Background: an optimization exercise with open tools, aiming at small area and a short achievable clock period. Do not read the settings as production practice. RTL that was checked went through simulation tests only; none was proved equivalent to the original. Only the layout flow was run in runs 3 to 6; the RTL was not checked for function there. Power and IR drop assume default switching activity.

## design.v

```verilog
package mfb_frame_gen_pkg;
    localparam logic [15:0] LFSR_TAPS = 16'h002D;
endpackage
module mfb_frame_gen_lfsr #(
    parameter logic [15:0] SEED = 16'hACE1
) (
    input  logic        clk,
    input  logic        reset,
    input  logic        en,
    input  logic        adv1,
    input  logic        adv2,
    output logic [15:0] ahead0,
    output logic [15:0] ahead1,
    output logic [15:0] ahead2
);
    logic [15:0] q;
    assign ahead0 = q;
    assign ahead1 = {^(ahead0 & mfb_frame_gen_pkg::LFSR_TAPS), ahead0[15:1]};
    assign ahead2 = {^(ahead1 & mfb_frame_gen_pkg::LFSR_TAPS), ahead1[15:1]};
    always_ff @(posedge clk) begin
        if (reset)     q <= SEED;
        else if (en) begin
            if (adv2)      q <= ahead2;
            else if (adv1) q <= ahead1;
        end
    end
endmodule
module mfb_frame_gen_items (
    input  logic         clk,
    input  logic         en,
    input  logic [7:0]   base_n,
    output logic [511:0] items
);
    logic [2:0]      lo_q;
    logic [7:1]      cl_q;       
    logic [7:1]      cln_q;      
    logic [8:0][4:0] hn_q;       
    logic [8:0][4:0] hn;
    function automatic bit kept(input int m, input int k);
        if (k < 3)       kept = ((m >> k) & 1) == 0;
        else if (k == 3) kept = m != 8;
        else             kept = 1'b1;
    endfunction
    always_ff @(posedge clk) begin
        if (en) begin
            lo_q <= base_n[2:0];
            for (int j = 1; j < 8; j++) begin
                cl_q[j]  <= ({1'b0, base_n[2:0]} + 4'(j)) >= 4'd8;
                cln_q[j] <= ({1'b0, base_n[2:0]} + 4'(j)) <  4'd8;
            end
            for (int m = 0; m < 9; m++) hn_q[m] <= ~(base_n[7:3] + 5'(m));
        end
    end
    always_comb begin
        for (int m = 0; m < 9; m++)
            for (int k = 0; k < 5; k++)
                if (kept(m, k))  hn[m][k] = hn_q[m][k];
                else if (k < 3)  hn[m][k] = ~hn_q[m - (1 << k)][k];
                else             hn[m][k] = ~hn_q[0][k];
    end
    logic [7:0][2:0] sl;         
    always_comb begin
        for (int j = 0; j < 8; j++) sl[j] = lo_q + 3'(j);
    end
    genvar i;
    generate
        for (i = 0; i < 64; i++) begin : g_item
            if (i % 8 == 0) begin : g_nc
                assign items[i*8 +: 8] = {~hn[i / 8], sl[0]};
            end else begin : g_c
                assign items[i*8 +: 8] = {~((cl_q[i % 8] ? hn[i / 8 + 1] : 5'd0) |
                                           (cln_q[i % 8] ? hn[i / 8] : 5'd0)),
                                          sl[i % 8]};
            end
        end
    endgenerate
endmodule
module mfb_frame_gen (
    input  logic          CLK,
    input  logic          RESET,
    input  logic          START,
    input  logic [31:0]   FRAMES,
    input  logic [15:0]   LEN_MIN,
    input  logic [15:0]   LEN_MAX,
    output logic          BUSY,
    output logic          DONE,
    output logic [31:0]   SENT_CNT,
    output logic [1023:0] TX_DATA,
    output logic [5:0]    TX_SOF_POS,
    output logic [11:0]   TX_EOF_POS,
    output logic [1:0]    TX_SOF,
    output logic [1:0]    TX_EOF,
    output logic          TX_SRC_RDY,
    input  logic          TX_DST_RDY
);
    logic        busy_q, done_q;
    logic        idle;
    assign idle = !busy_q && !done_q;
    logic [15:0] lm1_q;      
    logic [15:0] lx1;        
    logic [15:0] d_q;        
    logic [15:0] mask_q;     
    logic        le64_q;     
    logic        le128_q;    
    logic [31:0] left_q;     
    logic [7:0]  fidx_q;     
    logic        in_q;       
    logic [9:0]  rr_q;       
    logic        bias_q;     
    logic [5:0]  ep_q;       
    logic [1:0]  o_q;        
    logic        last_q;     
    logic xfer, load;
    assign xfer = TX_SRC_RDY && TX_DST_RDY;
    assign load = busy_q && !last_q && (!TX_SRC_RDY || TX_DST_RDY);
    logic [15:0] v0, v1, v2;
    logic        adv1, adv2;
    mfb_frame_gen_lfsr #(.SEED(16'hACE1)) lfsr_i (
        .clk    (CLK),
        .reset  (RESET),
        .en     (load),
        .adv1   (adv1),
        .adv2   (adv2),
        .ahead0 (v0),
        .ahead1 (v1),
        .ahead2 (v2)
    );
    function automatic logic [15:0] smear(input logic [15:0] d);
        logic [15:0] m;
        m = d;
        for (int s = 1; s < 16; s = s * 2) m = m | (m >> s);
        smear = m;
    endfunction
    logic [15:0] mask;
    assign mask = mask_q;
    logic [15:0] x0, x1, t0, t1;
    logic        sat0, sat1;
    assign x0   = v0 & mask;
    assign x1   = v1 & mask;
    assign sat0 = x0 > d_q;
    assign sat1 = x1 > d_q;
    assign lx1  = lm1_q + d_q;
    assign t0   = sat0 ? lx1 : lm1_q + x0;
    assign t1   = sat1 ? lx1 : lm1_q + x1;
    logic lm1_hi6, lm1_hi7;
    assign lm1_hi6 = lm1_q[15:6] == 10'd0;
    assign lm1_hi7 = lm1_q[15:7] == 9'd0;
    logic [6:0] s0lo, s1lo;
    assign s0lo = {1'b0, lm1_q[5:0]} + {1'b0, x0[5:0]};
    assign s1lo = {1'b0, lm1_q[5:0]} + {1'b0, x1[5:0]};
    logic [7:0] s0lo7;
    assign s0lo7 = {1'b0, lm1_q[6:0]} + {1'b0, x0[6:0]};
    logic one0, one1, two0;
    assign one0 = sat0 ? le64_q  : (lm1_hi6 && x0[15:6] == 10'd0 && !s0lo[6]);
    assign one1 = sat1 ? le64_q  : (lm1_hi6 && x1[15:6] == 10'd0 && !s1lo[6]);
    assign two0 = sat0 ? le128_q : (lm1_hi7 && x0[15:7] == 9'd0 && !s0lo7[7]);
    logic        left_hi0, left_nz, left_ge2, left_eq1, left_eq2;
    assign left_hi0 = left_q[31:2] == 30'd0;
    assign left_ge2 = !left_hi0 || left_q[1];
    assign left_nz  = left_ge2 || left_q[0];
    assign left_eq1 = left_hi0 && !left_q[1] && left_q[0];
    assign left_eq2 = left_hi0 && left_q[1] && !left_q[0];
    logic [30:0] left_dec;
    logic [31:0] left_m1, left_m2;
    assign left_dec = left_q[31:1] - 31'd1;
    assign left_m1  = left_q[0] ? {left_q[31:1], 1'b0} : {left_dec, 1'b1};
    assign left_m2  = {left_dec, left_q[0]};
    logic        c_eof0, c_eof1;
    assign c_eof0 = bias_q ? (rr_q == 10'd1) : (rr_q == 10'd2);
    assign c_eof1 = bias_q ? (rr_q == 10'd2) : (rr_q == 10'd3);
    logic        sof0, sof1, eof0, eof1;
    logic [5:0]  ep0, ep1;
    logic [7:0]  b0, b1;
    logic        in_n;
    logic [9:0]  rr_n;
    logic        bias_n;
    logic [5:0]  ep_n;
    logic [1:0]  o_n;
    logic [7:0]  fidx_n;
    logic        last_n;
    logic [31:0] left_n;
    logic [7:0]  fidx_p1, fidx_p2;
    logic [6:0] fidx_inc;
    assign fidx_inc = fidx_q[7:1] + 7'd1;
    assign fidx_p1  = fidx_q[0] ? {fidx_inc, 1'b0} : {fidx_q[7:1], 1'b1};
    assign fidx_p2  = {fidx_inc, fidx_q[0]};
    always_comb begin
        sof0 = !in_q;
        if (in_q) begin
            eof0 = c_eof0;
            ep0  = ep_q;
            b0   = {fidx_q[7:6] + o_q, fidx_q[5:0]};
        end else begin
            eof0 = one0;
            ep0  = t0[5:0];
            b0   = fidx_q;
        end
        in_n   = 1'b0;
        rr_n   = rr_q;
        bias_n = bias_q;
        ep_n   = ep_q;
        o_n    = o_q;
        fidx_n = fidx_p1;
        sof1   = 1'b0;
        eof1   = 1'b0;
        ep1    = ep0;
        b1     = {b0[7:6] + 2'd1, b0[5:0]};
        if (!eof0) begin
            eof1 = in_q ? c_eof1 : two0;
            if (!eof1) begin
                in_n   = 1'b1;
                if (in_q) begin
                    rr_n   = rr_q - 10'd2;
                    bias_n = bias_q;
                end else begin
                    rr_n   = t0[15:6];
                    bias_n = 1'b0;
                end
                ep_n   = ep0;
                o_n    = (in_q ? o_q : 2'd0) + 2'd2;
                fidx_n = fidx_q;
            end
        end else begin
            sof1 = in_q ? left_nz : left_ge2;
            b1   = fidx_p1;
            if (sof1) begin
                eof1 = in_q ? one0 : one1;
                ep1  = in_q ? t0[5:0] : t1[5:0];
                if (!eof1) begin
                    in_n   = 1'b1;
                    rr_n   = in_q ? t0[15:6] : t1[15:6];
                    bias_n = 1'b1;
                    ep_n   = ep1;
                    o_n    = 2'd1;
                    fidx_n = fidx_p1;
                end else begin
                    fidx_n = fidx_p2;
                end
            end
        end
        adv1   = sof0 ^ sof1;
        adv2   = sof0 & sof1;
        if (adv2) begin
            left_n = left_m2;
            last_n = !in_n && left_eq2;
        end else if (adv1) begin
            left_n = left_m1;
            last_n = !in_n && left_eq1;
        end else begin
            left_n = left_q;
            last_n = !in_n && !left_nz;
        end
    end
    always_ff @(posedge CLK) begin
        if (RESET) begin
            busy_q <= 1'b0;
            done_q <= 1'b0;
        end else if (idle) begin
            busy_q <= START && (FRAMES != 32'd0);
            done_q <= START && (FRAMES == 32'd0);
        end else if (done_q) begin
            done_q <= 1'b0;
        end else if (xfer && last_q) begin
            busy_q <= 1'b0;
            done_q <= 1'b1;
        end
    end
    logic [30:0] sent_inc;
    assign sent_inc = SENT_CNT[31:1] + 31'd1;
    always_ff @(posedge CLK) begin
        if (RESET)                 SENT_CNT <= 32'd0;
        else if (idle && START)    SENT_CNT <= 32'd0;
        else if (xfer) begin
            if (TX_EOF[1] & TX_EOF[0])
                SENT_CNT <= {sent_inc, SENT_CNT[0]};
            else if (TX_EOF[1] ^ TX_EOF[0])
                SENT_CNT <= SENT_CNT[0] ? {sent_inc, 1'b0} : {SENT_CNT[31:1], 1'b1};
        end
    end
    always_ff @(posedge CLK) begin
        if (RESET)     TX_SRC_RDY <= 1'b0;
        else if (load) TX_SRC_RDY <= 1'b1;
        else if (xfer) TX_SRC_RDY <= 1'b0;
    end
    logic [15:0] diff;
    logic        span;
    assign diff = LEN_MAX - LEN_MIN;
    assign span = LEN_MIN < LEN_MAX;
    always_ff @(posedge CLK) begin
        if (idle) begin
            lm1_q   <= LEN_MIN - 16'd1;
            d_q     <= span ? diff : 16'd0;
            mask_q  <= span ? smear(diff) : 16'd0;
            le64_q  <= LEN_MAX <= 16'd64;
            le128_q <= LEN_MAX <= 16'd128;
            left_q  <= FRAMES;
            fidx_q  <= 8'd0;
            in_q    <= 1'b0;
            last_q  <= 1'b0;
        end else if (load) begin
            left_q  <= left_n;
            fidx_q  <= fidx_n;
            in_q    <= in_n;
            last_q  <= last_n;
            rr_q    <= rr_n;
            bias_q  <= bias_n;
            ep_q    <= ep_n;
            o_q     <= o_n;
        end
    end
    always_ff @(posedge CLK) begin
        if (load) begin
            TX_SOF     <= {sof1, sof0};
            TX_EOF     <= {eof1, eof0};
            TX_EOF_POS <= {ep1, ep0};
        end
    end
    assign BUSY       = busy_q;
    assign DONE       = done_q;
    assign TX_SOF_POS = 6'd0;
    mfb_frame_gen_items items0_i (.clk(CLK), .en(load), .base_n(b0), .items(TX_DATA[511:0]));
    mfb_frame_gen_items items1_i (.clk(CLK), .en(load), .base_n(b1), .items(TX_DATA[1023:512]));
endmodule
module mfb_frame_gen_top (
    input  logic          CLK,
    input  logic          RESET,
    input  logic          START,
    input  logic [31:0]   FRAMES,
    input  logic [15:0]   LEN_MIN,
    input  logic [15:0]   LEN_MAX,
    output logic          BUSY,
    output logic          DONE,
    output logic [31:0]   SENT_CNT,
    output logic [1023:0] TX_DATA,
    output logic [5:0]    TX_SOF_POS,
    output logic [11:0]   TX_EOF_POS,
    output logic [1:0]    TX_SOF,
    output logic [1:0]    TX_EOF,
    output logic          TX_SRC_RDY,
    input  logic          TX_DST_RDY
);
    mfb_frame_gen gen_i (
        .CLK        (CLK),
        .RESET      (RESET),
        .START      (START),
        .FRAMES     (FRAMES),
        .LEN_MIN    (LEN_MIN),
        .LEN_MAX    (LEN_MAX),
        .BUSY       (BUSY),
        .DONE       (DONE),
        .SENT_CNT   (SENT_CNT),
        .TX_DATA    (TX_DATA),
        .TX_SOF_POS (TX_SOF_POS),
        .TX_EOF_POS (TX_EOF_POS),
        .TX_SOF     (TX_SOF),
        .TX_EOF     (TX_EOF),
        .TX_SRC_RDY (TX_SRC_RDY),
        .TX_DST_RDY (TX_DST_RDY)
    );
endmodule
```

## flow/run.sh

```bash
#!/bin/bash
set -euo pipefail
bash standard.sh \
  "BUFFER_PORTS_ARGS=-buffer_cell sky130_fd_sc_hd__buf_1" \
  SETUP_SLACK_MARGIN=7.5 \
  finish > make.log 2>&1
```

## standard.sh

```bash
#!/bin/bash
# synth_recipe.tcl (not shown) runs the flow's synth.tcl, then flattens the netlist and writes it again
# the make line also repeats each setting of config.mk as NAME=value (left out here)
make -C /OpenROAD-flow-scripts/flow DESIGN_CONFIG=/design/flow/config.mk WORK_HOME=/design/flow/orfs CLKGATE_MAP_FILE= SYNTH_SCRIPT=/design/flow/synth_recipe.tcl "${@:-finish}"
```

## config.mk

```make
export PLATFORM = sky130hd
export DESIGN_NAME = mfb_frame_gen_top
export DESIGN_NICKNAME = mfb_frame_gen_top
export VERILOG_FILES = /design/flow/design.v
export SDC_FILE = /design/flow/constraint.sdc
export NUM_CORES = 4
export LEC_CHECK = 0
export ABC_CLOCK_PERIOD_IN_PS = 3000
export CAP_MARGIN = 20
export CORE_AREA = 4 4 326 326
export DIE_AREA = 0 0 330 330
export PLACE_DENSITY = 0.45
export SLEW_MARGIN = 20
```

## constraint.sdc

```tcl
create_clock -name core_clock -period 12.0 [get_ports {CLK}]
set_input_delay 2.4000 -clock core_clock [delete_from_list [all_inputs] [get_ports {CLK}]]
set_output_delay 2.4000 -clock core_clock [all_outputs]
set_load 0.01 [all_outputs]
```

==> impl_metrics.env, run 1 <==
export IMPL_wl_mm=143
export IMPL_io_buffers=1142
export IMPL_first_iter_violations=2671
export IMPL_min_from="gen_i.last_q$_SDFFE_PP0P_"
export IMPL_met1_length_mm=57.4
export IMPL_drive_gt1_share_pct=18.0
export IMPL_grt_start_max_net_pins=51
export IMPL_syn_area_um2=24600
export IMPL_dp_hpwl_mm=109
export IMPL_cp_data_required_time_ns=9.60
export IMPL_synth_seq_area_share_pct=29.2
export IMPL_drv_cap=0
export IMPL_setup_viol=0
export IMPL_synth_fa_ha_area_share_pct=6.35
export IMPL_grt_pass1_wl_mm=187
export IMPL_vias=24700
export IMPL_area_growth_pct=26.5
export IMPL_maxClockFrequency_mhz=208
export IMPL_ys_types=87
export IMPL_dp_cells=4679
export IMPL_fillerInstances=11000
export IMPL_synth_compound_area_share_pct=21.4
export IMPL_die_area_um2=109000
export IMPL_combPwrFrac_pct=43.7
export IMPL_initial_core_util_pct=24.0
export IMPL_diodes=0
export IMPL_cts_sinks=259
export IMPL_yosys_area_top_type="edfxtp_1"
export IMPL_synth_top_area_share_pct=24.2
export IMPL_tightestPinTransition_ns=1.00
export IMPL_finalHoldViolations=0
export IMPL_dr_wl_met2_mm=65.9
export IMPL_timing_setup_tns_ns=0
export IMPL_cts_tree="done"
export IMPL_wl_per_cell_um=29.4
export IMPL_finClkSkew_ns=0.0288
export IMPL_arrival_ns=2.40
export IMPL_switching_share_pct=40.2
export IMPL_holdBufCountCts=0
export IMPL_yosysWarnings=3
export IMPL_critPathMaxFanout=6
export IMPL_hold_class="reg -> reg"
export IMPL_drt_vias_per_instance=5.07
export IMPL_avgSynthCellArea_um2=8.64
export IMPL_io_pins=1149
export IMPL_power_net_switching_mw=1.54
export IMPL_critical_path_class="reg -> out"
export IMPL_postPlaceCellArea_um2=26500
export IMPL_final_cells=4877
export IMPL_top_layer="met5"
export IMPL_power_total_mw=3.84
export IMPL_crit_start="gen_i.items1_i.lo_q[0]$_DFFE_PP_"
export IMPL_period_share_pct=40.0
export IMPL_synth_xor_area_share_pct=6.49
export IMPL_ant_nets=0
export IMPL_endpoint_kind="output port"
export IMPL_rsz0062_at_grt="yes"
export IMPL_slew_violations=0
export IMPL_leakage_nw=11.9
export IMPL_period_needed_ns=4.80
export IMPL_finalInstanceArea_um2=31100
export IMPL_critPathLaunchType="register"
export IMPL_cellInternalPower_mw=2.30
export IMPL_grt_use_total_pct=24.2
export IMPL_synth_cells=2845
export IMPL_setup_slack_ns=7.20
export IMPL_synthMuxAreaShare_pct=2.98
export IMPL_clk_path_buf_depth=3
export IMPL_drc_errors=0
export IMPL_fin_nets=3676
export IMPL_status="finished clean"
export IMPL_cts_clk_slew_worst_paths_ns=0.07
export IMPL_peakVddDrop_uv=118
export IMPL_cts_buffers=29
export IMPL_synth_ff_type="edfxtp_1"
export IMPL_synth_edf_count=198
export IMPL_grt_overflow_total=0
export IMPL_pre_cts_ws_ns=6.35
export IMPL_power_density_nw_per_um2=124
export IMPL_synth_simple_area_share_pct=11.1
export IMPL_die_height_um=330
export IMPL_synth_top_family_by_area="buffers and inverters"
export IMPL_dr_wl_met3_mm=13.9
export IMPL_antenna_found_initial=7
export IMPL_firstDrtPassIters=10
export IMPL_relSlewSlack_pct=31.3
export IMPL_htreeDepth=1
export IMPL_synth_seq_cells=259
export IMPL_core_area_um2=102000
export IMPL_clockRootBuffer="clkbuf_16"
export IMPL_pwr_share_seq_pct=31.1
export IMPL_worstSkewPairLatency_ns=0.60
export IMPL_die_x_um=330
export IMPL_clock_power_share_pct=25.2
export IMPL_grt_pass1_vias=22500
export IMPL_synth_area_leaders="edfxtp_1, buf_4, a22oi_1, ha_1, dfxtp_1"
export IMPL_synthArstFlopShare_pct=0
export IMPL_r2r_start="gen_i.mask_q[0]$_SDFFCE_PP0P_"
export IMPL_place_gp_congestion=0.963
export IMPL_rows=117
power groups by stage:
stage          Clock, mW  Combinational, mW  Sequential (mW)
2_1_floorplan          0               1.06             1.17
3_3_place_gp           0               1.41             1.22
3_5_place_dp           0               1.41             1.22
4_1_cts            0.990               1.56             1.20
5_1_grt             1.03               1.81             1.21
6_report           0.968               1.68             1.20
stage by stage:
stage / util (%) / hold WS, ns
after floorplan: - / 0.439
after global placement: 25.8 / 0.465
after detailed placement: 25.9 / 0.478
after CTS: 29.0 / 0.490
after global routing: 30.4 / 0.519
final: 30.4 / 0.486
cells by family after synthesis:
kind of cell,after synthesis
buf+inv,913
compound gates,746
simple gates,549
flops,259
xor+xnor,182
fa+ha+maj,123
mux,72
other cells,1
state kept, by name (all words and copies together), names as in the netlist, 3 cells and up:
| signal | flops |
|---|---|
| gen_i.SENT_CNT | 32 |
| gen_i.left_q | 32 |
| gen_i.items0_i.hn_q | 24 |
| gen_i.items1_i.hn_q | 24 |
| gen_i.lfsr_i.q | 16 |
| gen_i.lm1_q | 16 |
| gen_i.mask_q | 16 |
| gen_i.d_q | 15 |
| gen_i.TX_EOF_POS | 12 |
| gen_i.rr_q | 10 |
| gen_i.fidx_q | 8 |
| gen_i.items0_i.cl_q | 7 |
| gen_i.items0_i.cln_q | 7 |
| gen_i.items1_i.cl_q | 7 |
| gen_i.items1_i.cln_q | 7 |
| gen_i.ep_q | 6 |
| gen_i.items0_i.lo_q | 3 |
| gen_i.items1_i.lo_q | 3 |
Yosys cell counts (23+ instances only):
| library cell | count |
|---|---|
| a211oi_1 | 23 |
| a21o_1 | 23 |
| a21oi_1 | 82 |
| a22oi_1 | 395 |
| and2_1 | 34 |
| buf_4 | 555 |
| clkbuf_1 | 165 |
| dfxtp_1 | 61 |
| edfxtp_1 | 198 |
| ha_1 | 119 |
| inv_1 | 158 |
| mux2i_1 | 65 |
| nand2_1 | 135 |
| nand3_1 | 38 |
| nand4_1 | 25 |
| nor2_1 | 148 |
| nor3_1 | 33 |
| nor4_1 | 31 |
| o21ai_0 | 93 |
| xnor2_1 | 117 |
| xor2_1 | 65 |
final timing paths:
path	endpoint	slack, ns	cells past startpoint
max	TX_DATA[970]	7.20	10
min	gen_i.last_q$_SDFFE_PP0P_	0.49	2
max reg2reg	gen_i.items1_i.hn_q[19]$_DFFE_PP_	7.72	15
min reg2reg	gen_i.last_q$_SDFFE_PP0P_	0.49	2
what timing repair did:
action | CTS | global route
cloned | 7 | 3
setup endpoints to repair | 713 | 338
endpoints found under the hold margin | 0 | 0
pin swaps | 26 | 27
buffers inserted | 98 | 36
gates resized for setup | 327 | 314
cell type report:
cell class | count | area [µm²] | share of cell area, %
sequential | 259 | 7170 | 23.1
timing repair inverter | 2 | 15.0 | 0.0483
tap | 1368 | 1710 | 5.51
timing repair buffer | 1349 | 7550 | 24.3
clock buffer | 31 | 733 | 2.36
inverter | 165 | 742 | 2.39
multi-input combinational | 1680 | 12900 | 41.5
clock inverter | 23 | 279 | 0.898
per-layer routing:
layer / vias up / track usage [%]
met5: - / 2.35
met4: 6 / 8.02
met1: 12100 / 31.1
li1: 11000 / -
met2: 1399 / 39.2
met3: 213 / 6.53
cell usage in the layout (no fill, tap or decap), types with 22 or more instances in the layout:
cell / instances
clkbuf_2: 53
nand2_1: 134
inv_1: 133
nand3_1: 37
buf_12: 39
xnor2_1: 110
dfxtp_1: 60
o21ai_0: 85
nor3_1: 31
edfxtp_1: 198
a21o_1: 23
buf_2: 34
mux2i_1: 42
nor2_1: 144
and2_1: 34
nand4_1: 25
buf_6: 121
a22oi_2: 22
buf_4: 131
a22oi_1: 373
a21oi_1: 76
ha_1: 103
buf_1: 946
nor4_1: 28
clkbuf_16: 31
xor2_1: 61
critical path, cell delays in order (launching register included):
cell        delay, ns
edfxtp_1         0.42
buf_6            0.14
buf_6            0.11
buf_6            0.12
buf_16           0.12
ha_4             0.17
xnor2_4          0.19
buf_12           0.14
clkinvlp_4       0.11
buf_12           0.17
buf_6            0.13
==> run 2, diff against run 1 <==
==> flow/run.sh (replaced) <==
#!/bin/bash
set -euo pipefail
bash standard.sh \
  "BUFFER_PORTS_ARGS=-buffer_cell sky130_fd_sc_hd__buf_1" \
  SETUP_SLACK_MARGIN=7.3 \
  finish > make.log 2>&1
--- a/config.mk
+++ b/config.mk
@@ -9,5 +9,4 @@
 export CAP_MARGIN = 20
 export CORE_AREA = 4 4 326 326
 export DIE_AREA = 0 0 330 330
-export PLACE_DENSITY = 0.45
 export SLEW_MARGIN = 20
==> impl_metrics.env, run 2 <==
export IMPL_syn_area_um2=24600
export IMPL_drv_cap=0
export IMPL_arrival_ns=2.34
export IMPL_place_gp_congestion=0.979
export IMPL_htreeDepth=1
export IMPL_wl_per_cell_um=29.7
export IMPL_die_height_um=330
export IMPL_period_needed_ns=4.74
export IMPL_synth_edf_count=198
export IMPL_combPwrFrac_pct=42.2
export IMPL_clk_path_buf_depth=3
export IMPL_critical_path_class="reg -> out"
export IMPL_grt_use_total_pct=24.0
export IMPL_status="finished clean"
export IMPL_rsz0062_at_grt="yes"
export IMPL_cp_data_required_time_ns=9.60
export IMPL_leakage_nw=10.6
export IMPL_grt_start_max_net_pins=53
export IMPL_power_net_switching_mw=1.48
export IMPL_worstSkewPairLatency_ns=0.59
export IMPL_maxClockFrequency_mhz=211
export IMPL_pwr_share_seq_pct=34.0
export IMPL_first_iter_violations=2941
export IMPL_cts_sinks=259
export IMPL_cts_clk_slew_worst_paths_ns=0.07
export IMPL_power_total_mw=3.53
export IMPL_die_area_um2=109000
export IMPL_fillerInstances=11100
export IMPL_synth_most_common_cell="buf_4"
export IMPL_vias=25100
export IMPL_yosys_area_top_type="edfxtp_1"
export IMPL_setup_viol=0
export IMPL_synth_top_area_share_pct=24.2
export IMPL_cts_buffers=27
export IMPL_core_area_um2=102000
export IMPL_hold_class="reg -> reg"
export IMPL_holdBufCountCts=0
export IMPL_die_x_um=330
export IMPL_firstDrtPassIters=8
export IMPL_avgSynthCellArea_um2=8.64
export IMPL_tightestPinTransition_ns=1.07
export IMPL_area_growth_pct=16.5
export IMPL_drt_vias_per_instance=5.20
export IMPL_synth_seq_area_share_pct=29.2
export IMPL_synth_seq_cells=259
export IMPL_clock_power_share_pct=23.7
export IMPL_finClkSkew_ns=0.0270
export IMPL_finalInstanceArea_um2=28600
export IMPL_postPlaceCellArea_um2=26400
export IMPL_cellInternalPower_mw=2.05
export IMPL_top_regs="gen_i.SENT_CNT: 32 flops, gen_i.left_q: 32 flops"
export IMPL_min_from="gen_i.last_q$_SDFFE_PP0P_"
export IMPL_antenna_found_initial=6
export IMPL_ys_types=87
export IMPL_cts_tree="done"
export IMPL_io_buffers=1142
export IMPL_synthArstFlopShare_pct=0
export IMPL_slew_violations=0
export IMPL_fin_nets=3612
export IMPL_r2r_start="gen_i.mask_q[14]$_SDFFCE_PP0P_"
export IMPL_final_cell_mix="buf_1, a22oi_1, edfxtp_1"
export IMPL_crit_start="gen_i.items0_i.hn_q[26]$_DFFE_PP_"
export IMPL_final_common_cell="buf_1"
export IMPL_timing_setup_tns_ns=0
export IMPL_power_density_nw_per_um2=123
export IMPL_critPathLaunchType="register"
export IMPL_switching_share_pct=42.0
export IMPL_grt_overflow_total=0
export IMPL_synth_ff_type="edfxtp_1"
export IMPL_synthTopCellsByCount="buf_4, a22oi_1, edfxtp_1, clkbuf_1, inv_1"
export IMPL_io_pins=1149
export IMPL_wl_mm=143
export IMPL_drive_gt1_share_pct=10.4
export IMPL_synth_area_leaders="edfxtp_1, buf_4, a22oi_1, ha_1, dfxtp_1"
export IMPL_rows=117
export IMPL_peakVddDrop_uv=98.1
export IMPL_clockRootBuffer="clkbuf_16"
export IMPL_endpoint_kind="output port"
export IMPL_grt_pass1_wl_mm=185
export IMPL_grt_pass1_vias=22000
export IMPL_period_share_pct=39.5
export IMPL_drc_errors=0
export IMPL_finalHoldViolations=0
export IMPL_multi_input_area_um2=12500
export IMPL_ant_nets=0
export IMPL_seq_area_um2=7170
export IMPL_critPathMaxFanout=16
export IMPL_synth_cells=2845
export IMPL_dp_hpwl_mm=109
export IMPL_initial_core_util_pct=24.0
export IMPL_relSlewSlack_pct=28.6
export IMPL_yosysWarnings=3
run 2: cell counts after synthesis:
No cell type changed its count.
run 2: final timing paths:
kind / end / slack (ns) / cells after the start
worst max-delay path: TX_DATA[204] / 7.26 / 3
worst min-delay path: gen_i.last_q$_SDFFE_PP0P_ / 0.49 / 2
worst max register to register: gen_i.last_q$_SDFFE_PP0P_ / 7.44 / 17
worst min register to register: gen_i.last_q$_SDFFE_PP0P_ / 0.49 / 2
run 2: area by class of cell:
cell class	instances	area share, %
flip-flops and latches	259	25.1
repair buffers	1287	19.8
multi-input cells	1681	43.7
clock buffers	36	2.51
diodes	8	0.0700
clock inverters	14	0.437
inverters	165	2.45
well taps	1368	5.98
repair inverters	1	0.0175
run 2: stage by stage:
| step | utilization, % | setup WS [ns] | hold slack (ns) | std cells |
|---|---|---|---|---|
| global route | 27.9 | 7.28 | 0.514 | 4812 |
| global placement | 25.8 | 6.36 | 0.465 | 4678 |
| finish | 28.0 | 7.26 | 0.493 | 4819 |
| floorplan | - | 7.01 | 0.439 | 2850 |
| detailed placement | 25.8 | 6.29 | 0.477 | 4679 |
| CTS | 27.5 | 7.11 | 0.487 | 4784 |
run 2: metal layers:
| metal | GRT usage (%) | share of wire [%] | vias to the layer above |
|---|---|---|---|
| li1 | - | - | 10900 |
| met1 | 28.3 | 36 | 12100 |
| met2 | 39.9 | 47 | 1758 |
| met3 | 8.42 | 12 | 277 |
| met4 | 9.28 | 4.7 | 10 |
| met5 | 1.91 | 0.27 | - |
run 2: logic make-up (layout without fill, tap and decap cells):
group                      count (synthesis)  in the layout  synth area share (%)
buffers and inverters                    913           1503                  22.5
AOI/OAI and AO/OA                        746            749                  21.4
and+or+nand+nor                          549            549                  11.1
DFF                                      259            259                  29.2
xor gates and xnor gates                 182            182                  6.49
adders and majority gates                123            123                  6.35
muxes                                     72             72                  2.98
other                                      1             14                0.0153
run 2: worst max-delay path, cell delays in order (launching register included):
cell	delay [ns]
edfxtp_1	0.44
inv_1	0.33
a22oi_1	0.74
buf_1	0.25
run 2: what timing repair did:
action,CTS,global route
endpoints found under the setup margin,513,193
pin swaps,8,13
cloned,2,4
buffers inserted,53,23
resized for setup,119,44
run 2: power by group through the flow:
stage          clock, mW  combinational (mW)  sequential (mW)
2_1_floorplan          0                1.06             1.17
3_3_place_gp           0                1.39             1.22
3_5_place_dp           0                1.40             1.22
4_1_cts            0.855                1.45             1.20
5_1_grt            0.888                1.61             1.21
6_report           0.838                1.49             1.20
==> run 3, diff against run 2 <==
--- a/design.v
+++ b/design.v
@@ -99,7 +99,7 @@
     logic [15:0] lm1_q;      
     logic [15:0] lx1;        
     logic [15:0] d_q;        
-    logic [15:0] mask_q;     
+    logic [15:0] ws_q;       
     logic        le64_q;     
     logic        le128_q;    
     logic [31:0] left_q;     
@@ -125,14 +125,21 @@
         .ahead1 (v1),
         .ahead2 (v2)
     );
-    function automatic logic [15:0] smear(input logic [15:0] d);
+    function automatic logic [15:0] smear4(input logic [15:0] d);
         logic [15:0] m;
-        m = d;
-        for (int s = 1; s < 16; s = s * 2) m = m | (m >> s);
-        smear = m;
+        for (int k = 0; k < 16; k++) begin
+            m[k] = d[k];
+            for (int i = k + 1; i < (k / 4) * 4 + 4; i++) m[k] = m[k] | d[i];
+        end
+        smear4 = m;
     endfunction
     logic [15:0] mask;
-    assign mask = mask_q;
+    always_comb begin
+        for (int k = 0; k < 16; k++) begin
+            mask[k] = ws_q[k];
+            for (int g = k / 4 + 1; g < 4; g++) mask[k] = mask[k] | ws_q[4 * g];
+        end
+    end
     logic [15:0] x0, x1, t0, t1;
     logic        sat0, sat1;
     assign x0   = v0 & mask;
@@ -290,7 +297,7 @@
         if (idle) begin
             lm1_q   <= LEN_MIN - 16'd1;
             d_q     <= span ? diff : 16'd0;
-            mask_q  <= span ? smear(diff) : 16'd0;
+            ws_q    <= span ? smear4(diff) : 16'd0;
             le64_q  <= LEN_MAX <= 16'd64;
             le128_q <= LEN_MAX <= 16'd128;
             left_q  <= FRAMES;
==> flow/run.sh (replaced) <==
#!/bin/bash
set -euo pipefail
bash standard.sh \
  "BUFFER_PORTS_ARGS=-buffer_cell sky130_fd_sc_hd__buf_1" \
  SETUP_SLACK_MARGIN=7.5 \
  finish > make.log 2>&1
==> impl_metrics.env, run 3 <==
export IMPL_area_growth_pct=25.7
export IMPL_cp_data_required_time_ns=9.60
export IMPL_worst_path_most_repeated_cell="buf_6"
export IMPL_synthArstFlopShare_pct=0
export IMPL_clockRootBuffer="clkbuf_16"
export IMPL_cts_buffers=27
export IMPL_postPlaceCellArea_um2=26300
export IMPL_die_x_um=330
export IMPL_ant_nets=0
export IMPL_finalHoldViolations=0
export IMPL_grt_pass1_wl_mm=198
export IMPL_synthMuxAreaShare_pct=3.76
export IMPL_fin_nets=3684
export IMPL_finalInstanceArea_um2=30800
export IMPL_period_share_pct=38.1
export IMPL_synth_ff_type="edfxtp_1"
export IMPL_peakVddDrop_uv=114
export IMPL_vias=25400
export IMPL_crit_buf_inv=6
export IMPL_dp_hpwl_mm=116
export IMPL_grt_pass1_vias=22700
export IMPL_critical_path_class="reg -> out"
export IMPL_setup_viol=0
export IMPL_maxClockFrequency_mhz=219
export IMPL_io_buffers=1142
export IMPL_synth_compound_area_share_pct=21.1
export IMPL_synth_simple_area_share_pct=10.8
export IMPL_timing_setup_tns_ns=0
export IMPL_syn_area_um2=24500
export IMPL_final_cells=4888
export IMPL_finClkSkew_ns=0.0230
export IMPL_synthTopCellsByCount="buf_4, a22oi_1, edfxtp_1, clkbuf_1, inv_1"
export IMPL_synth_seq_area_share_pct=28.9
export IMPL_yosysWarnings=3
export IMPL_crit_chain="buf_6, clkinvlp_4, buf_8, ha_4, xnor2_4, buf_12, inv_16, buf_6"
export IMPL_dp_cells=4628
export IMPL_clk_path_buf_depth=3
export IMPL_avgSynthCellArea_um2=8.74
export IMPL_synth_top_family_by_area="buffers and inverters"
export IMPL_top_regs="gen_i.SENT_CNT: 32 flops, gen_i.left_q: 32 flops"
export IMPL_period_needed_ns=4.58
export IMPL_grt_overflow_total=0
export IMPL_first_iter_violations=3032
export IMPL_drive_gt1_share_pct=17.8
export IMPL_wl_mm=154
export IMPL_die_height_um=330
export IMPL_status="finished clean"
export IMPL_ys_types=88
export IMPL_htreeDepth=1
export IMPL_max_stage_delay_ns=0.43
export IMPL_synth_most_common_cell="buf_4"
export IMPL_critPathLaunchType="register"
export IMPL_synth_edf_count=195
export IMPL_drc_errors=0
export IMPL_rows=117
export IMPL_power_density_nw_per_um2=124
export IMPL_synth_cells=2802
export IMPL_relSlewSlack_pct=30.6
export IMPL_cts_clk_slew_worst_paths_ns=0.07
export IMPL_firstDrtPassIters=7
export IMPL_hold_class="reg -> reg"
export IMPL_final_cell_mix="buf_1, a22oi_1, edfxtp_1"
export IMPL_die_area_um2=109000
export IMPL_seq_area_um2=7080
export IMPL_crit_family="buffers and inverters"
export IMPL_cts_sinks=256
export IMPL_tightestPinTransition_ns=1.01
export IMPL_grt_use_total_pct=26.1
export IMPL_rsz0062_at_grt="yes"
export IMPL_io_pins=1149
export IMPL_core_area_um2=102000
export IMPL_wl_per_cell_um=31.5
export IMPL_synth_fa_ha_area_share_pct=6.50
export IMPL_cts_tree="done"
export IMPL_synth_seq_cells=256
export IMPL_critPathMaxFanout=8
export IMPL_drt_vias_per_instance=5.19
export IMPL_antenna_found_initial=10
export IMPL_final_common_cell="buf_1"
export IMPL_place_gp_congestion=0.968
export IMPL_fillerInstances=10900
export IMPL_setup_slack_ns=7.42
export IMPL_initial_core_util_pct=23.9
export IMPL_pre_cts_ws_ns=6.06
export IMPL_multi_input_area_um2=12800
export IMPL_synth_area_leaders="edfxtp_1, buf_4, a22oi_1, ha_1, dfxtp_1"
export IMPL_arrival_ns=2.18
export IMPL_endpoint_kind="output port"
export IMPL_yosys_area_top_type="edfxtp_1"
export IMPL_synth_top_area_share_pct=23.9
export IMPL_synth_xor_area_share_pct=6.44
export IMPL_grt_start_max_net_pins=108
export IMPL_worst_path_max_delay_cell="edfxtp_1"
export IMPL_timing_hold_ws_ns=0.507
export IMPL_drv_cap=0
export IMPL_leakage_nw=11.9
export IMPL_slew_violations=0
export IMPL_worstSkewPairLatency_ns=0.59
## run 3: where the power goes
part / total [mW] / switching, mW / internal [mW] / leakage (nW)
logic: 1.72 / 1.07 / 0.652 / 9.11
clock network: 0.905 / 0.395 / 0.509 / 0.446
registers: 1.19 / 0.110 / 1.08 / 2.30
## run 3: path summary, 6_finish.rpt
kind,from,endpoint,slack [ns],depth (start not counted)
setup / recovery,gen_i.items1_i.lo_q[0]$_DFFE_PP_,TX_DATA[1018],7.42,8
hold / removal,gen_i.last_q$_SDFFE_PP0P_,gen_i.last_q$_SDFFE_PP0P_,0.51,2
setup reg to reg,gen_i.ws_q[8]$_SDFFCE_PP0P_,gen_i.lfsr_i.q[10]$_SDFFE_PP1P_,7.57,16
hold reg to reg,gen_i.last_q$_SDFFE_PP0P_,gen_i.last_q$_SDFFE_PP0P_,0.51,2
## run 3: cell type report
class                      instances  share of cell area [%]
antenna                            7                  0.0569
clock buffer                      35                    2.43
timing repair inverter             2                  0.0488
tap                             1368                    5.56
clock inverter                    15                   0.589
timing repair buffer            1396                    24.4
multi-input combinational       1650                    41.5
inverter                         159                    2.43
sequential                       256                    23.0
## run 3: repair_timing
item	CTS	global route
pin swaps	16	18
setup buffers	135	59
resized for setup	264	202
hold buffers	0	0
endpoints found under the setup margin	769	346
cloned	5	4
## run 3: logic make-up after synthesis
group           after synthesis
mux                          89
buf+inv                     907
xor+xnor                    180
simple gates                523
fa+ha+maj                   125
other cells                   1
compound gates              721
flops                       256
## run 3: tightest hold or removal path, cell delays in order, from the launching register on
cell     delay (ns)
dfxtp_1        0.34
nand2_1        0.06
o21ai_0        0.06
## run 3: through the flow
stage,power [mW],util [%]
after floorplan,2.31,-
after global placement,2.69,25.7
after detailed placement,2.70,25.7
after CTS,3.74,28.9
after global routing,4.00,30.1
final,3.82,30.1
## run 3: routing by layer
metal | vias up | part of all wire (%) | global-route usage [%]
li1 | 10900 | - | -
met1 | 12400 | 37 | 31.1
met2 | 1720 | 47 | 43.5
met3 | 310 | 11 | 8.39
met4 | 8 | 4.8 | 10.1
met5 | - | 0.11 | 2.57
==> run 4, diff against run 3 <==
==> flow/run.sh (replaced) <==
#!/bin/bash
set -euo pipefail
bash standard.sh \
  "BUFFER_PORTS_ARGS=-buffer_cell sky130_fd_sc_hd__buf_1" \
  SETUP_SLACK_MARGIN=8 \
  finish > make.log 2>&1
==> impl_metrics.env, run 4 <==
export IMPL_clk_path_buf_depth=3
export IMPL_finClkSkew_ns=0.0697
export IMPL_final_util_pct=45.2
export IMPL_r2r_start="gen_i.ws_q[8]$_SDFFCE_PP0P_"
export IMPL_yosys_area_top_type="edfxtp_1"
export IMPL_leakage_nw=19.7
export IMPL_rrSetupSlack_ns=7.54
export IMPL_cts_sinks=256
export IMPL_critPathLaunchType="register"
export IMPL_synthArstFlopShare_pct=0
export IMPL_fin_nets=4196
export IMPL_setup_viol=0
export IMPL_critical_path_class="reg -> out"
export IMPL_holdBufCountCts=0
export IMPL_synth_edf_count=195
export IMPL_io_buffers=1142
export IMPL_arrival_ns=2.26
export IMPL_antenna_found_initial=5
export IMPL_finalInstanceArea_um2=46300
export IMPL_min_path_cells=2
export IMPL_synth_ff_type="edfxtp_1"
export IMPL_drive_gt1_share_pct=61.9
export IMPL_core_area_um2=102000
export IMPL_grt_pass1_wl_mm=236
export IMPL_min_to="gen_i.last_q$_SDFFE_PP0P_"
export IMPL_rows=117
export IMPL_power_density_nw_per_um2=101
export IMPL_synth_area_leaders="edfxtp_1, buf_4, a22oi_1, ha_1, dfxtp_1"
export IMPL_synth_seq_area_share_pct=28.9
export IMPL_final_common_cell="buf_6"
export IMPL_synth_cells=2802
export IMPL_cts_clk_slew_worst_paths_ns=0.07
export IMPL_clockRootBuffer="clkbuf_16"
export IMPL_reg2reg_to="gen_i.left_q[9]$_DFFE_PP_"
export IMPL_place_gp_congestion=0.971
export IMPL_firstDrtPassIters=13
export IMPL_peakVddDrop_uv=142
export IMPL_drt_vias_per_instance=5.56
export IMPL_die_area_um2=109000
export IMPL_drv_cap=0
export IMPL_worstSkewPairLatency_ns=0.63
export IMPL_ys_types=88
export IMPL_grt_start_max_net_pins=86
export IMPL_period_share_pct=38.8
export IMPL_avgSynthCellArea_um2=8.74
export IMPL_endpoint_kind="output port"
export IMPL_finalHoldViolations=0
export IMPL_postPlaceCellArea_um2=26600
export IMPL_tightestPinTransition_ns=1.16
export IMPL_synth_seq_cells=256
export IMPL_wl_per_cell_um=35.6
export IMPL_die_x_um=330
export IMPL_drc_errors=0
export IMPL_power_total_mw=4.67
export IMPL_area_growth_pct=89.0
export IMPL_top_regs="gen_i.SENT_CNT: 32 flops, gen_i.left_q: 32 flops"
export IMPL_slew_violations=0
export IMPL_synthTopCellsByCount="buf_4, a22oi_1, edfxtp_1, clkbuf_1, inv_1"
export IMPL_period_needed_ns=4.66
export IMPL_vias=30000
export IMPL_synth_most_common_cell="buf_4"
export IMPL_min_from="gen_i.last_q$_SDFFE_PP0P_"
export IMPL_wl_mm=192
export IMPL_first_iter_violations=3658
export IMPL_critPathMaxFanout=8
export IMPL_relSlewSlack_pct=22.8
export IMPL_ff2ff_path_depth=17
export IMPL_rsz0062_at_grt="yes"
export IMPL_status="finished clean"
export IMPL_timing_setup_tns_ns=0
export IMPL_yosysWarnings=3
export IMPL_dp_hpwl_mm=115
export IMPL_htreeDepth=1
export IMPL_hold_class="reg -> reg"
export IMPL_initial_core_util_pct=23.9
export IMPL_grt_use_total_pct=31.4
export IMPL_syn_area_um2=24500
export IMPL_cp_data_required_time_ns=9.60
export IMPL_final_cell_mix="buf_6, buf_2, a22oi_2"
export IMPL_pre_cts_ws_ns=5.67
export IMPL_maxClockFrequency_mhz=215
export IMPL_ant_nets=0
export IMPL_synth_top_area_share_pct=23.9
export IMPL_grt_overflow_total=0
export IMPL_cts_buffers=28
export IMPL_setup_slack_ns=7.34
export IMPL_grt_pass1_vias=27500
export IMPL_die_height_um=330
export IMPL_io_pins=1149
export IMPL_cts_tree="done"
run 4: cell types whose count changed in the layout (fill, tap and decap cells not counted), moves of 43 or more:
cell | before | now
a22oi_1 | 370 | 15
a22oi_2 | 24 | 379
buf_1 | 997 | 180
buf_12 | 51 | 194
buf_16 | 1 | 72
buf_2 | 45 | 412
buf_6 | 65 | 697
buf_8 | 9 | 87
o21ai_0 | 76 | 33
run 4: metrics by stage:
step / instances / hold slack (ns)
global placement: 4626 / 0.459
floorplan: 2807 / 0.429
finish: 5395 / 0.470
CTS: 5264 / 0.471
detailed placement: 4628 / 0.463
global route: 5395 / 0.527
run 4: per-layer routing:
| layer | global-route usage (%) | up-vias | routed length (µm) |
|---|---|---|---|
| li1 | - | 12000 | - |
| met1 | 36.0 | 14700 | 66900 |
| met2 | 50.0 | 2357 | 85700 |
| met3 | 13.1 | 841 | 24100 |
| met4 | 16.0 | 18 | 14500 |
| met5 | 2.97 | - | 732 |
run 4: critical path: stages, from the launching register on:
cell	delay [ns]
edfxtp_1	0.42
buf_12	0.16
clkinvlp_4	0.10
buf_12	0.14
ha_4	0.17
xnor2_4	0.28
inv_6	0.17
buf_2	0.21
run 4: worst max path at each step:
stage	slack (ns)	startpoint	to
after floorplan	6.96	gen_i.items1_i.lo_q[0]$_DFFE_PP_	TX_DATA[1017]
after global placement	5.56	gen_i.items1_i.lo_q[0]$_DFFE_PP_	TX_DATA[985]
after detailed placement	5.67	gen_i.items1_i.lo_q[0]$_DFFE_PP_	TX_DATA[1018]
after CTS	7.38	gen_i.items1_i.lo_q[0]$_DFFE_PP_	TX_DATA[1017]
after global routing	7.30	gen_i.items0_i.lo_q[0]$_DFFE_PP_	TX_DATA[409]
final	7.34	gen_i.items1_i.lo_q[0]$_DFFE_PP_	TX_DATA[1018]
run 4: layout make-up:
class / count / area (µm²)
Antenna cell: 1 / 2.50
Clock inverter: 19 / 221
Timing Repair inverter: 3 / 23.8
Tap cell: 1368 / 1710
Fill cell: 8972 / 56000
Timing Repair Buffer: 1905 / 19800
Sequential cell: 256 / 7080
Multi-Input combinational cell: 1651 / 15900
Inverter: 159 / 806
Clock buffer: 33 / 719
run 4: repair_timing:
action                                  4_1_cts  5_1_grt
endpoints found under the setup margin     1194     1153
setup buffers                               506      118
hold endpoints to repair                      0        0
resized for setup                          2443      744
pin swaps                                   327      184
gates cloned                                 78       12
run 4: logic make-up (layout without fill, tap and decap cells):
group | count (synthesis) | in the layout | synth area share (%)
flip-flops | 256 | 256 | 28.9
XOR/XNOR | 180 | 180 | 6.44
AND/OR/NAND/NOR | 523 | 526 | 10.8
AO/OA/AOI/OAI | 721 | 725 | 21.1
multiplexers | 89 | 89 | 3.76
buffers and inverters | 907 | 2119 | 22.5
adder cells (fa/ha/maj) | 125 | 125 | 6.50
other | 1 | 7 | 0.0153
run 4: where the power goes:
part	internal, mW	switching (mW)
registers	1.08	0.0936
logic	1.22	1.37
clock network	0.503	0.410
==> run 5, diff against run 4 <==
--- a/design.v
+++ b/design.v
@@ -19,10 +19,7 @@
     assign ahead2 = {^(ahead1 & mfb_frame_gen_pkg::LFSR_TAPS), ahead1[15:1]};
     always_ff @(posedge clk) begin
         if (reset)     q <= SEED;
-        else if (en) begin
-            if (adv2)      q <= ahead2;
-            else if (adv1) q <= ahead1;
-        end
+        else if (en) q <= adv2 ? ahead2 : ahead1;
     end
 endmodule
 module mfb_frame_gen_items (
@@ -110,15 +107,16 @@
     logic [5:0]  ep_q;       
     logic [1:0]  o_q;        
     logic        last_q;     
-    logic xfer, load;
+    logic xfer, load, load_adv, adv_any;
     assign xfer = TX_SRC_RDY && TX_DST_RDY;
     assign load = busy_q && !last_q && (!TX_SRC_RDY || TX_DST_RDY);
+    assign load_adv = busy_q && !last_q && adv_any && (!TX_SRC_RDY || TX_DST_RDY);
     logic [15:0] v0, v1, v2;
     logic        adv1, adv2;
     mfb_frame_gen_lfsr #(.SEED(16'hACE1)) lfsr_i (
         .clk    (CLK),
         .reset  (RESET),
-        .en     (load),
+        .en     (load_adv),
         .adv1   (adv1),
         .adv2   (adv2),
         .ahead0 (v0),
@@ -175,6 +173,7 @@
     logic        c_eof0, c_eof1;
     assign c_eof0 = bias_q ? (rr_q == 10'd1) : (rr_q == 10'd2);
     assign c_eof1 = bias_q ? (rr_q == 10'd2) : (rr_q == 10'd3);
+    assign adv_any = !in_q || (c_eof0 && left_nz);
     logic        sof0, sof1, eof0, eof1;
     logic [5:0]  ep0, ep1;
     logic [7:0]  b0, b1;
@@ -203,42 +202,33 @@
             b0   = fidx_q;
         end
         in_n   = 1'b0;
-        rr_n   = rr_q;
-        bias_n = bias_q;
-        ep_n   = ep_q;
-        o_n    = o_q;
         fidx_n = fidx_p1;
         sof1   = 1'b0;
         eof1   = 1'b0;
         ep1    = ep0;
         b1     = {b0[7:6] + 2'd1, b0[5:0]};
         if (!eof0) begin
-            eof1 = in_q ? c_eof1 : two0;
+            eof1   = in_q ? c_eof1 : two0;
+            rr_n   = in_q ? rr_q - 10'd2 : t0[15:6];
+            bias_n = in_q && bias_q;
+            ep_n   = ep0;
+            o_n    = (in_q ? o_q : 2'd0) + 2'd2;
             if (!eof1) begin
                 in_n   = 1'b1;
-                if (in_q) begin
-                    rr_n   = rr_q - 10'd2;
-                    bias_n = bias_q;
-                end else begin
-                    rr_n   = t0[15:6];
-                    bias_n = 1'b0;
-                end
-                ep_n   = ep0;
-                o_n    = (in_q ? o_q : 2'd0) + 2'd2;
                 fidx_n = fidx_q;
             end
         end else begin
-            sof1 = in_q ? left_nz : left_ge2;
-            b1   = fidx_p1;
+            sof1   = in_q ? left_nz : left_ge2;
+            b1     = fidx_p1;
+            ep1    = in_q ? t0[5:0] : t1[5:0];
+            rr_n   = in_q ? t0[15:6] : t1[15:6];
+            bias_n = 1'b1;
+            ep_n   = ep1;
+            o_n    = 2'd1;
             if (sof1) begin
                 eof1 = in_q ? one0 : one1;
-                ep1  = in_q ? t0[5:0] : t1[5:0];
                 if (!eof1) begin
                     in_n   = 1'b1;
-                    rr_n   = in_q ? t0[15:6] : t1[15:6];
-                    bias_n = 1'b1;
-                    ep_n   = ep1;
-                    o_n    = 2'd1;
                     fidx_n = fidx_p1;
                 end else begin
                     fidx_n = fidx_p2;
@@ -247,16 +237,10 @@
         end
         adv1   = sof0 ^ sof1;
         adv2   = sof0 & sof1;
-        if (adv2) begin
-            left_n = left_m2;
-            last_n = !in_n && left_eq2;
-        end else if (adv1) begin
-            left_n = left_m1;
-            last_n = !in_n && left_eq1;
-        end else begin
-            left_n = left_q;
-            last_n = !in_n && !left_nz;
-        end
+        left_n = adv2 ? left_m2 : left_m1;
+        if (adv2)      last_n = !in_n && left_eq2;
+        else if (adv1) last_n = !in_n && left_eq1;
+        else           last_n = !in_n && !left_nz;
     end
     always_ff @(posedge CLK) begin
         if (RESET) begin
@@ -304,15 +288,17 @@
             fidx_q  <= 8'd0;
             in_q    <= 1'b0;
             last_q  <= 1'b0;
-        end else if (load) begin
-            left_q  <= left_n;
-            fidx_q  <= fidx_n;
-            in_q    <= in_n;
-            last_q  <= last_n;
-            rr_q    <= rr_n;
-            bias_q  <= bias_n;
-            ep_q    <= ep_n;
-            o_q     <= o_n;
+        end else begin
+            if (load_adv) left_q <= left_n;
+            if (load) begin
+                fidx_q <= fidx_n;
+                in_q   <= in_n;
+                last_q <= last_n;
+                rr_q   <= rr_n;
+                bias_q <= bias_n;
+                ep_q   <= ep_n;
+                o_q    <= o_n;
+            end
         end
     end
     always_ff @(posedge CLK) begin
==> flow/run.sh (replaced) <==
#!/bin/bash
set -euo pipefail
bash standard.sh \
  "BUFFER_PORTS_ARGS=-buffer_cell sky130_fd_sc_hd__buf_1" \
  SETUP_SLACK_MARGIN=7.5 \
  finish > make.log 2>&1
==> impl_metrics.env, run 5 <==
export IMPL_avgSynthCellArea_um2=8.64
export IMPL_leakage_nw=11.6
export IMPL_cts_clk_slew_worst_paths_ns=0.07
export IMPL_finClkSkew_ns=0.0432
export IMPL_drc_errors=0
export IMPL_reg2reg_to="gen_i.items1_i.hn_q[34]$_DFFE_PP_"
export IMPL_min_from="gen_i.last_q$_SDFFE_PP0P_"
export IMPL_synth_area_leaders="edfxtp_1, buf_4, a22oi_1, ha_1, dfxtp_1"
export IMPL_critPathMaxFanout=8
export IMPL_ys_types=94
export IMPL_arrival_ns=2.26
export IMPL_endpoint_kind="output port"
export IMPL_die_x_um=330
export IMPL_synth_cells=2828
export IMPL_htreeDepth=1
export IMPL_top_regs="gen_i.SENT_CNT: 32 flops, gen_i.left_q: 32 flops"
export IMPL_drive_gt1_share_pct=16.1
export IMPL_ant_nets=0
export IMPL_synth_compound_area_share_pct=21.2
export IMPL_synth_xor_area_share_pct=6.52
export IMPL_initial_core_util_pct=23.9
export IMPL_multi_input_area_um2=12600
export IMPL_ff2ff_path_depth=16
export IMPL_cts_sinks=255
export IMPL_relSlewSlack_pct=28.5
export IMPL_synth_simple_area_share_pct=10.9
export IMPL_peakVddDrop_uv=129
export IMPL_setup_viol=0
export IMPL_tightestPinTransition_ns=1.07
export IMPL_rrSetupSlack_ns=7.70
export IMPL_grt_pass1_wl_mm=194
export IMPL_die_height_um=330
export IMPL_finalInstanceArea_um2=30300
export IMPL_seq_area_um2=7050
export IMPL_slew_violations=0
export IMPL_synth_top_family_by_area="buffers and inverters"
export IMPL_drv_cap=0
export IMPL_synth_most_common_cell="buf_4"
export IMPL_cp_data_required_time_ns=9.60
export IMPL_hold_class="reg -> reg"
export IMPL_rsz0062_at_grt="yes"
export IMPL_yosys_area_top_type="edfxtp_1"
export IMPL_first_iter_violations=3277
export IMPL_synthTopCellsByCount="buf_4, a22oi_1, edfxtp_1, clkbuf_1, nand2_1"
export IMPL_vias=25400
export IMPL_synth_top_area_share_pct=23.8
export IMPL_synth_seq_area_share_pct=28.8
export IMPL_die_area_um2=109000
export IMPL_worst_path_max_delay_cell="edfxtp_1"
export IMPL_fillerInstances=11000
export IMPL_min_path_cells=2
export IMPL_final_common_cell="buf_1"
export IMPL_timing_setup_tns_ns=0
export IMPL_period_share_pct=38.8
export IMPL_rows=117
export IMPL_period_needed_ns=4.66
export IMPL_fin_nets=3657
export IMPL_final_cell_mix="buf_1, a22oi_1, edfxtp_1"
export IMPL_antenna_found_initial=11
export IMPL_yosysWarnings=3
export IMPL_cts_tree="done"
export IMPL_power_density_nw_per_um2=127
export IMPL_grt_start_max_net_pins=82
export IMPL_io_pins=1149
export IMPL_worst_path_most_repeated_cell="buf_12"
export IMPL_area_growth_pct=23.8
export IMPL_grt_use_total_pct=25.5
export IMPL_cts_buffers=28
export IMPL_final_cells=4866
export IMPL_critical_path_class="reg -> out"
export IMPL_drt_vias_per_instance=5.21
export IMPL_syn_area_um2=24400
export IMPL_maxClockFrequency_mhz=215
export IMPL_min_to="gen_i.last_q$_SDFFE_PP0P_"
export IMPL_core_area_um2=102000
export IMPL_synthMuxAreaShare_pct=3.69
export IMPL_wl_per_cell_um=30.9
export IMPL_status="finished clean"
export IMPL_r2r_start="gen_i.ws_q[8]$_SDFFCE_PP0P_"
export IMPL_place_gp_congestion=1.00
export IMPL_clockRootBuffer="clkbuf_16"
export IMPL_grt_pass1_vias=22700
export IMPL_synth_ff_type="edfxtp_1"
export IMPL_power_total_mw=3.84
export IMPL_critPathLaunchType="register"
export IMPL_max_stage_delay_ns=0.40
export IMPL_postPlaceCellArea_um2=26300
export IMPL_worstSkewPairLatency_ns=0.59
export IMPL_dp_hpwl_mm=116
export IMPL_crit_chain="buf_6, buf_12, ha_4, xnor2_4, clkinvlp_4, buf_12, buf_8"
export IMPL_finalHoldViolations=0
export IMPL_wl_mm=150
export IMPL_clk_path_buf_depth=3
export IMPL_synthArstFlopShare_pct=0
export IMPL_grt_overflow_total=0
export IMPL_synth_seq_cells=255
export IMPL_synth_fa_ha_area_share_pct=6.36
export IMPL_io_buffers=1142
export IMPL_synth_edf_count=194
export IMPL_dp_cells=4657
export IMPL_firstDrtPassIters=8
[run 5: per-layer routing]
metal | part of all wire [%] | up-vias | GRT usage, %
met5 | 0.15 | - | 0.577
met4 | 3.9 | 12 | 8.36
met3 | 11 | 283 | 9.11
met2 | 45 | 1700 | 40.8
met1 | 39 | 12500 | 32.0
li1 | - | 10900 | -
[run 5: metrics by stage]
step           util (%)  hold WS (ns)  setup WS (ns)
2_1_floorplan         -         0.406           7.02
3_3_place_gp       25.7         0.471           5.78
3_5_place_dp       25.7         0.480           5.68
4_1_cts            28.8         0.492           7.35
5_1_grt            29.6         0.507           7.30
6_report           29.6         0.494           7.34
[run 5: worst max-delay path by stage]
stage | start | to | slack, ns | depth (start not counted)
2_1_floorplan | gen_i.items1_i.lo_q[0]$_DFFE_PP_ | TX_DATA[1017] | 7.02 | 4
3_3_place_gp | gen_i.items1_i.lo_q[1]$_DFFE_PP_ | TX_DATA[569] | 5.78 | 5
4_1_cts | gen_i.items1_i.lo_q[0]$_DFFE_PP_ | TX_DATA[1017] | 7.35 | 7
3_5_place_dp | gen_i.items1_i.lo_q[0]$_DFFE_PP_ | TX_DATA[1017] | 5.68 | 5
5_1_grt | gen_i.items0_i.lo_q[0]$_DFFE_PP_ | TX_DATA[74] | 7.30 | 7
6_report | gen_i.items0_i.lo_q[0]$_DFFE_PP_ | TX_DATA[74] | 7.34 | 7
[run 5: logic make-up (layout without fill, tap and decap cells)]
family	count (synthesis)	after routing
compound gates	733	733
xor+xnor	178	178
fa+ha+maj	122	122
buf+inv	907	1564
flops	255	255
mux	86	86
other cells	1	14
simple gates	546	546
[run 5: critical path, delay by kind of cell, from the launching register on]
| family | cells | cell delay [ns] |
|---|---|---|
| xor+xnor | 1 | 0.30 |
| fa+ha+maj | 1 | 0.17 |
| buf+inv | 5 | 0.76 |
| flops | 1 | 0.40 |
[run 5: power by group]
part	total (mW)	switching (mW)	internal, mW
clock	0.933	0.388	0.545
combinational	1.73	1.08	0.647
sequential	1.18	0.107	1.08
[run 5: repair_timing]
action                                  4_1_cts  5_1_grt
buffers inserted                            113       30
hold endpoints to repair                      0        0
hold buffers                                  0        0
cloned                                        5        1
resized for setup                           296      138
endpoints found under the setup margin      637      331
pin swaps                                    13       11
[run 5: layout make-up]
| class | count | share of cell area [%] |
|---|---|---|
| multi-input combinational | 1671 | 41.7 |
| timing repair buffer | 1356 | 23.7 |
| timing repair inverter | 1 | 0.0248 |
| clock buffer | 29 | 2.36 |
| clock inverter | 23 | 0.922 |
| inverter | 155 | 2.33 |
| tap | 1368 | 5.66 |
| sequential | 255 | 23.3 |
| antenna | 8 | 0.0662 |
==> run 6, diff against run 5 <==
==> flow/run.sh (replaced) <==
#!/bin/bash
set -euo pipefail
bash standard.sh \
  "BUFFER_PORTS_ARGS=-buffer_cell sky130_fd_sc_hd__buf_1" \
  SETUP_SLACK_MARGIN=7.3 \
  finish > make.log 2>&1
==> impl_metrics.env, run 6 <==
export IMPL_timing_setup_tns_ns=0
export IMPL_finalHoldViolations=0
export IMPL_drc_errors=0
export IMPL_fillerInstances=11100
export IMPL_synth_area_leaders="edfxtp_1, buf_4, a22oi_1, ha_1, dfxtp_1"
export IMPL_period_needed_ns=4.83
export IMPL_final_cells=4791
export IMPL_ant_nets=0
export IMPL_cts_clk_slew_worst_paths_ns=0.06
export IMPL_grt_overflow_total=0
export IMPL_leakage_nw=10.7
export IMPL_min_to="gen_i.last_q$_SDFFE_PP0P_"
export IMPL_finClkSkew_ns=0.0347
export IMPL_ys_types=94
export IMPL_die_area_um2=109000
export IMPL_relSlewSlack_pct=22.6
export IMPL_endpoint_kind="output port"
export IMPL_power_density_nw_per_um2=131
export IMPL_io_buffers=1142
export IMPL_drv_cap=0
export IMPL_min_from="gen_i.last_q$_SDFFE_PP0P_"
export IMPL_grt_use_total_pct=24.6
export IMPL_peakVddDrop_uv=109
export IMPL_dp_cells=4656
export IMPL_critPathMaxFanout=19
export IMPL_grt_pass1_wl_mm=187
export IMPL_critical_path_class="reg -> out"
export IMPL_synth_cells=2828
export IMPL_cp_data_required_time_ns=9.60
export IMPL_rrSetupSlack_ns=7.44
export IMPL_htreeDepth=1
export IMPL_clk_path_buf_depth=3
export IMPL_synth_most_common_cell="buf_4"
export IMPL_maxClockFrequency_mhz=207
export IMPL_yosys_area_top_type="edfxtp_1"
export IMPL_status="finished clean"
export IMPL_synth_top_area_share_pct=23.8
export IMPL_critPathLaunchType="register"
export IMPL_synth_seq_area_share_pct=28.8
export IMPL_first_iter_violations=2794
export IMPL_rows=117
export IMPL_top_regs="gen_i.SENT_CNT: 32 flops, gen_i.left_q: 32 flops"
export IMPL_core_area_um2=102000
export IMPL_place_gp_congestion=1.02
export IMPL_syn_area_um2=24400
export IMPL_final_common_cell="buf_1"
export IMPL_initial_core_util_pct=23.9
export IMPL_min_path_cells=2
export IMPL_synthArstFlopShare_pct=0
export IMPL_grt_pass1_vias=22500
export IMPL_cts_tree="done"
export IMPL_ff2ff_path_depth=14
export IMPL_setup_viol=0
export IMPL_synth_seq_cells=255
export IMPL_top_layer="met5"
export IMPL_avgSynthCellArea_um2=8.64
export IMPL_fin_nets=3585
export IMPL_drt_vias_per_instance=5.20
export IMPL_drive_gt1_share_pct=10.2
export IMPL_worstSkewPairLatency_ns=0.58
export IMPL_yosysWarnings=3
export IMPL_antenna_found_initial=11
export IMPL_wl_per_cell_um=30.3
export IMPL_wl_mm=145
export IMPL_reg2reg_to="gen_i.TX_EOF_POS[9]$_DFFE_PP_"
export IMPL_final_cell_mix="buf_1, a22oi_1, edfxtp_1"
export IMPL_area_growth_pct=16.4
export IMPL_io_pins=1149
export IMPL_tightestPinTransition_ns=1.16
export IMPL_clockRootBuffer="clkbuf_16"
export IMPL_met1_length_mm=55.0
export IMPL_slew_violations=0
export IMPL_die_x_um=330
export IMPL_die_height_um=330
export IMPL_crit_start="gen_i.items1_i.hn_q[40]$_DFFE_PP_"
export IMPL_cts_sinks=255
export IMPL_timing_hold_ws_ns=0.489
export IMPL_cts_buffers=27
export IMPL_period_share_pct=40.3
export IMPL_vias=24900
export IMPL_rsz0062_at_grt="yes"
export IMPL_hold_class="reg -> reg"
export IMPL_synthTopCellsByCount="buf_4, a22oi_1, edfxtp_1, clkbuf_1, nand2_1"
export IMPL_dr_wl_met3_mm=19.1
export IMPL_dp_hpwl_mm=112
export IMPL_grt_start_max_net_pins=82
export IMPL_r2r_start="gen_i.ws_q[8]$_SDFFCE_PP0P_"
export IMPL_dr_wl_met2_mm=63.9
export IMPL_firstDrtPassIters=7
export IMPL_synth_edf_count=194
export IMPL_arrival_ns=2.43
export IMPL_synth_ff_type="edfxtp_1"
[run 6: cell counts after synthesis]
No cell type changed its count.
[run 6: critical path: stages, from the launching register on]
cell      delay [ns]
edfxtp_1        0.36
buf_4           0.39
mux2i_1         0.57
buf_1           0.52
[run 6: worst max path at each step]
stage,endpoint,slack (ns)
CTS,TX_DATA[595],7.16
finish,TX_DATA[587],7.17
global placement,TX_DATA[569],6.24
global route,TX_DATA[627],7.25
detailed placement,TX_DATA[601],6.17
floorplan,TX_DATA[1017],7.02
[run 6: stage by stage]
step	area, µm²	util [%]	total power, mW	worst slack (ns)
after detailed placement	26200	25.6	2.71	6.17
after CTS	28100	27.4	3.69	7.16
after floorplan	24600	-	2.29	7.02
after global routing	28400	27.8	3.88	7.25
final	28400	27.8	3.72	7.17
after global placement	26200	25.6	2.70	6.24
[run 6: cells by family after synthesis]
logic type	Yosys count	synth area share (%)
compound gates	733	21.2
xor+xnor	178	6.52
fa+ha+maj	122	6.36
buf+inv	907	22.4
flops	255	28.8
mux	86	3.69
other cells	1	0.0153
simple gates	546	10.9
[run 6: timing repair]
item | CTS | global route
gates cloned | 2 | 1
setup buffers | 56 | 20
hold buffers | 0 | 0
endpoints found under the setup margin | 400 | 171
gates resized for setup | 113 | 53
pin swaps | 6 | 5
[run 6: final cells by class]
type	instances	area, µm²	share of cell area [%]
sequential	255	7050	24.8
inverter	155	663	2.33
multi-input combinational	1671	12300	43.2
tap	1368	1710	6.02
timing repair buffer	1285	5730	20.1
clock inverter	23	295	1.04
timing repair inverter	1	7.51	0.0264
clock buffer	27	676	2.38
antenna	6	15.0	0.0528
[run 6: power breakdown]
part	internal [mW]	switching, mW	total, mW	leakage, nW
Combinational	0.550	1.04	1.59	7.96
Clock	0.545	0.382	0.927	0.462
Sequential	1.08	0.120	1.20	2.29
Total	2.17	1.55	3.72	10.7
[run 6: per-layer routing]
| layer | global-route usage [%] | vias to the layer above |
|---|---|---|
| li1 | - | 10700 |
| met1 | 30.8 | 12100 |
| met2 | 37.7 | 1750 |
| met4 | 9.66 | 8 |
| met5 | 2.35 | - |
| met3 | 9.58 | 309 |

-- port drivers added, routing unchanged --
The flow's constraints put no driver on any port. The routed layouts listed below were extracted and timed again, unchanged, in two steps. Step 1, drivers: a clkbuf_16 drives CLK and a buf_2 each remaining input, both assumed. Step 2, shift: input delay + t, output delay - t, t = (earliest + latest rising clock arrival at the registers) / 2. This alone moves slack from input paths to output paths. Three values: ideal ports, drivers, drivers and shift; two values: the first two.
run | t (ns) | setup WS [ns] | worst setup path after step 2 | latest minus earliest clock arrival (ns) | worst data-port slew with drivers (ns)
run 1 | 0.649 | 7.198 / 7.137 / 6.743 | input to register | 0.029 / 0.029 | 0.08
run 2 | 0.639 | 7.258 / 7.198 / 6.785 | input to register | 0.027 / 0.027 | 0.09
run 3 | 0.641 | 7.425 / 7.364 / 6.993 | input to register | 0.023 / 0.023 | 0.08
run 4 | 0.649 | 7.343 / 7.287 / 7.099 | input to register | 0.070 / 0.069 | 0.11
run 5 | 0.629 | 7.339 / 7.280 / 6.941 | input to register | 0.043 / 0.043 | 0.20
run 6 | 0.625 | 7.166 / 7.107 / 6.783 | input to register | 0.035 / 0.035 | 0.13
After both steps setup and hold are still met in every run listed. For run 2, which loses most, drivers alone change the setup slack by -0.060 ns; drivers and shift together by -0.473 ns.
